Source: an optimization exercise on an open RTL-to-GDS flow (aim: small area, a short achievable clock period and few clock cycles per item). Production flows keep margins and buffers that such runs may drop.
At most, simulation tests tie the RTL to the original design; equivalence was not proved.

Design line_follow_steer_pd_core, start of the top module:
module line_follow_steer_pd_core (
  input  logic                              clk,
  input  logic                              rst_n,
  input  logic                              in_valid,
  output logic                              in_ready,
  input  logic [lfs_pkg::PIX_W-1:0]         in_width_near,
  input  logic [lfs_pkg::PIX_W-1:0]         in_width_below,
  input  logic [lfs_pkg::PIX_W-1:0]         in_left_edge_near,
  input  logic [lfs_pkg::PIX_W-1:0]         in_right_edge_near,
  input  logic [lfs_pkg::CQ_W-1:0]          in_centre_exit,
  input  logic [lfs_pkg::CQ_W-1:0]          in_centre_near,
  input  logic [lfs_pkg::CQ_W-1:0]          in_centre_entry,
  input  logic [lfs_pkg::CQ_W-1:0]          in_centre_turn,
  input  logic [lfs_pkg::TURN_W-1:0]        in_turn_row,
  output logic                              out_valid,
  input  logic                              out_ready,
  output logic [lfs_pkg::DUTY_W-1:0]        out_servo_duty,
  output logic [lfs_pkg::SPEED_W-1:0]       out_speed_target,
  output logic [lfs_pkg::COEFF_W-1:0]       out_diff_coeff,
  output logic [lfs_pkg::ROW_W-1:0]         out_marker_row,
  output logic [lfs_pkg::COL_W-1:0]         out_marker_col,
  output logic                              out_marker_valid,
  input  logic                              cfg_we,
  input  logic [lfs_pkg::CFG_IDX_W-1:0]     cfg_idx,
  input  logic [lfs_pkg::CFG_DATA_W-1:0]    cfg_data
);
Settings: LEC_CHECK=0, CAP_MARGIN=20, CORE_MARGIN=2, CORE_UTILIZATION=40, SLEW_MARGIN=20, SYNTH_HIERARCHICAL=1; clock period 11.0 ns.
run.sh (not shown) runs the stock make flow with config.mk's settings and CLKGATE_MAP_FILE= SYNTH_SCRIPT=/design/flow/synth_recipe.tcl, a recipe that flattens the netlist after the stock synthesis.
Rerun with:
--- a/flow/design.v
+++ b/flow/design.v
@@ -18,38 +18,34 @@
   input  logic                                 clk,
   input  logic                                 rst_n,
   input  logic                                 cfg_we,
   input  logic [lfs_pkg::CFG_IDX_W-1:0]        cfg_idx,
   input  logic [lfs_pkg::CFG_DATA_W-1:0]       cfg_data,
   output logic signed [lfs_pkg::GAIN5_W-1:0]   kp5,
   output logic signed [lfs_pkg::GAIN5_W-1:0]   kd5,
   output logic [lfs_pkg::DUTY_W-1:0]           duty_min,
   output logic [lfs_pkg::DUTY_W-1:0]           duty_max
 );
   logic signed [lfs_pkg::GAIN5_W-1:0] g5;
   assign g5 = ($signed(cfg_data) <<< 2) + $signed(cfg_data);
+  logic we_p, we_d, we_l, we_h;
+  assign we_p = !rst_n || (cfg_we && cfg_idx == 2'd0);
+  assign we_d = !rst_n || (cfg_we && cfg_idx == 2'd1);
+  assign we_l = !rst_n || (cfg_we && cfg_idx == 2'd2);
+  assign we_h = !rst_n || (cfg_we && cfg_idx == 2'd3);
   always_ff @(posedge clk) begin
-    if (!rst_n) begin
-      kp5      <= '0;
-      kd5      <= '0;
-      duty_min <= lfs_pkg::DUTY_W'(lfs_pkg::DUTY_MIN_RST);
-      duty_max <= lfs_pkg::DUTY_W'(lfs_pkg::DUTY_MAX_RST);
-    end else if (cfg_we) begin
-      case (cfg_idx)
-        2'd0:    kp5      <= g5;
-        2'd1:    kd5      <= g5;
-        2'd2:    duty_min <= cfg_data[lfs_pkg::DUTY_W-1:0];
-        default: duty_max <= cfg_data[lfs_pkg::DUTY_W-1:0];
-      endcase
-    end
+    if (we_p) kp5      <= rst_n ? g5 : '0;
+    if (we_d) kd5      <= rst_n ? g5 : '0;
+    if (we_l) duty_min <= rst_n ? cfg_data[lfs_pkg::DUTY_W-1:0] : lfs_pkg::DUTY_W'(lfs_pkg::DUTY_MIN_RST);
+    if (we_h) duty_max <= rst_n ? cfg_data[lfs_pkg::DUTY_W-1:0] : lfs_pkg::DUTY_W'(lfs_pkg::DUTY_MAX_RST);
   end
 endmodule
 module lfs_fa (
   input  logic a,
   input  logic b,
   input  logic c,
   output logic s,
   output logic co
 );
   assign s  = a ^ b ^ c;
   assign co = (a & b) | (a & c) | (b & c);
 endmodule
@@ -1125,52 +1121,51 @@
   output logic [11:0]         out_servo_duty,
   output logic [9:0]          out_speed_target,
   output logic [10:0]         out_diff_coeff,
   output logic [5:0]          out_marker_row,
   output logic [6:0]          out_marker_col,
   output logic                out_marker_valid,
   input  logic signed [18:0]  kp5,
   input  logic signed [18:0]  kd5,
   input  logic [11:0]         duty_min,
   input  logic [11:0]         duty_max
 );
   logic adv;
-  logic kv_r, v1_r, v2_r, v3_r, v4_r, v5_r, ov_r;
+  logic v1_r, v2_r, v3_r, v4_r, v5_r, ov_r;
   assign adv       = !(ov_r && !out_ready);
-  assign in_ready  = !kv_r;
+  assign in_ready  = adv;
   assign out_valid = ov_r;
   typedef struct packed {
     logic [10:0] c;
     logic        e;      
     logic        x;      
     logic [5:0]  tr;
     logic [10:0] ct;
   } fr_t;
-  fr_t         f_in, k_r, s1_r;
+  fr_t         f_in, s1_r;
   logic [11:0] c_sum;
   always_comb begin
     c_sum   = {1'b0, in_centre_near} + 12'd1264;
     f_in.e  = (in_width_near >= 7'd78);
     f_in.x  = !f_in.e && (in_width_below >= 7'd60);
     f_in.tr = in_turn_row;
     f_in.ct = in_centre_turn;
     if (f_in.e)                           f_in.c = in_centre_entry;
     else if (f_in.x)                      f_in.c = in_centre_exit;
     else if (in_left_edge_near < 7'd2)    f_in.c = {1'b0, in_centre_near[10:1]};
     else if (in_right_edge_near > 7'd77)  f_in.c = c_sum[11:1];
     else                                  f_in.c = in_centre_near;
   end
   always_ff @(posedge clk) begin
-    if (!kv_r) k_r <= f_in;
-    if (adv) s1_r <= kv_r ? k_r : f_in;
+    if (adv) s1_r <= f_in;
   end
   logic [10:0]        pc_r;         
   logic signed [11:0] err1, dif1;
   logic signed [13:0] dct3_1;
   logic [11:0]        aerr1;
   logic [5:0]         eh1, eo1, et1, dh1, do1, dt1;
   function automatic logic [17:0] booth12(input logic [11:0] y);
     logic [12:0] yp;
     logic [5:0]  h, o, t;
     yp = {y, 1'b0};
     for (int i = 0; i < 6; i++) begin
       h[i] = yp[2*i+2];
@@ -1309,36 +1304,34 @@
   always_ff @(posedge clk) begin
     if (adv) begin
       out_servo_duty   <= s5_duty;
       out_speed_target <= {3'b001, s5_side.spd};
       out_diff_coeff   <= coeff5;
       out_marker_row   <= {s5_side.e, !s5_side.e, !s5_side.x, s5_side.x, 1'b1, !s5_side.x};
       out_marker_col   <= s5_side.col;
       out_marker_valid <= s5_side.mval;
     end
   end
   always_ff @(posedge clk) begin
     if (!rst_n) begin
-      kv_r <= 1'b0;
       v1_r <= 1'b0;
       v2_r <= 1'b0;
       v3_r <= 1'b0;
       v4_r <= 1'b0;
       v5_r <= 1'b0;
       ov_r <= 1'b0;
       pc_r <= 11'd624;
     end else begin
-      kv_r <= (kv_r || in_valid) && !adv;
       if (adv) begin
-        v1_r <= kv_r || in_valid;
+        v1_r <= in_valid;
         v2_r <= v1_r;
         v3_r <= v2_r;
         v4_r <= v3_r;
         v5_r <= v4_r;
         ov_r <= v5_r;
         if (v1_r) pc_r <= s1_r.c;
       end
     end
   end
 endmodule
 module line_follow_steer_pd_core (
   input  logic                              clk,
After rerunning: Clock skew came out lower by 0.027 ns; hold slack got worse by 0.0059 ns; maximum frequency fell by 15%; area after synthesis shrinks by 1.8%; sequential cell count falls by 31; die area went down by 1.8%.
Testbench counts after the change, summed over its fixed seeds: cycles 3,248, items 3,200.
For the first run of this note, only the layout was checked, not whether the RTL still works.

[separate check: timing with driven ports]
How much do the figures lean on ideal ports? The routed layouts below were timed once more, with nothing changed but the port constraints. Step 1 (the two cells are an assumption about what drives the block):
set clk [get_ports {clk}]
set_driving_cell -lib_cell sky130_fd_sc_hd__clkbuf_16 $clk
set_driving_cell -lib_cell sky130_fd_sc_hd__buf_2 [delete_from_list [all_inputs] $clk]
Step 2 moves the port delays by t, midway between the first and last clock arrival at a register: inputs arrive t later, outputs are due t later. That takes back most of the time a late clock gives input paths. Three values: ideal, step 1, step 2; two values: the first two.
run	t (ns)	setup slack, ns	worst setup path after step 2	slew at the worst register clock pin (ns)	worst data-port slew with drivers (ns)
the first run	0.665	5.644 / 5.644 / 5.560	input to register	0.07 / 0.07	0.05
the second run	0.696	4.665 / 4.645 / 4.645	input to output	0.07 / 0.07	0.05
After both steps setup and hold are still met in every run listed. The setup slack of the first run, which loses most, moves by 0.000 ns with the drivers and by -0.084 ns with both steps.
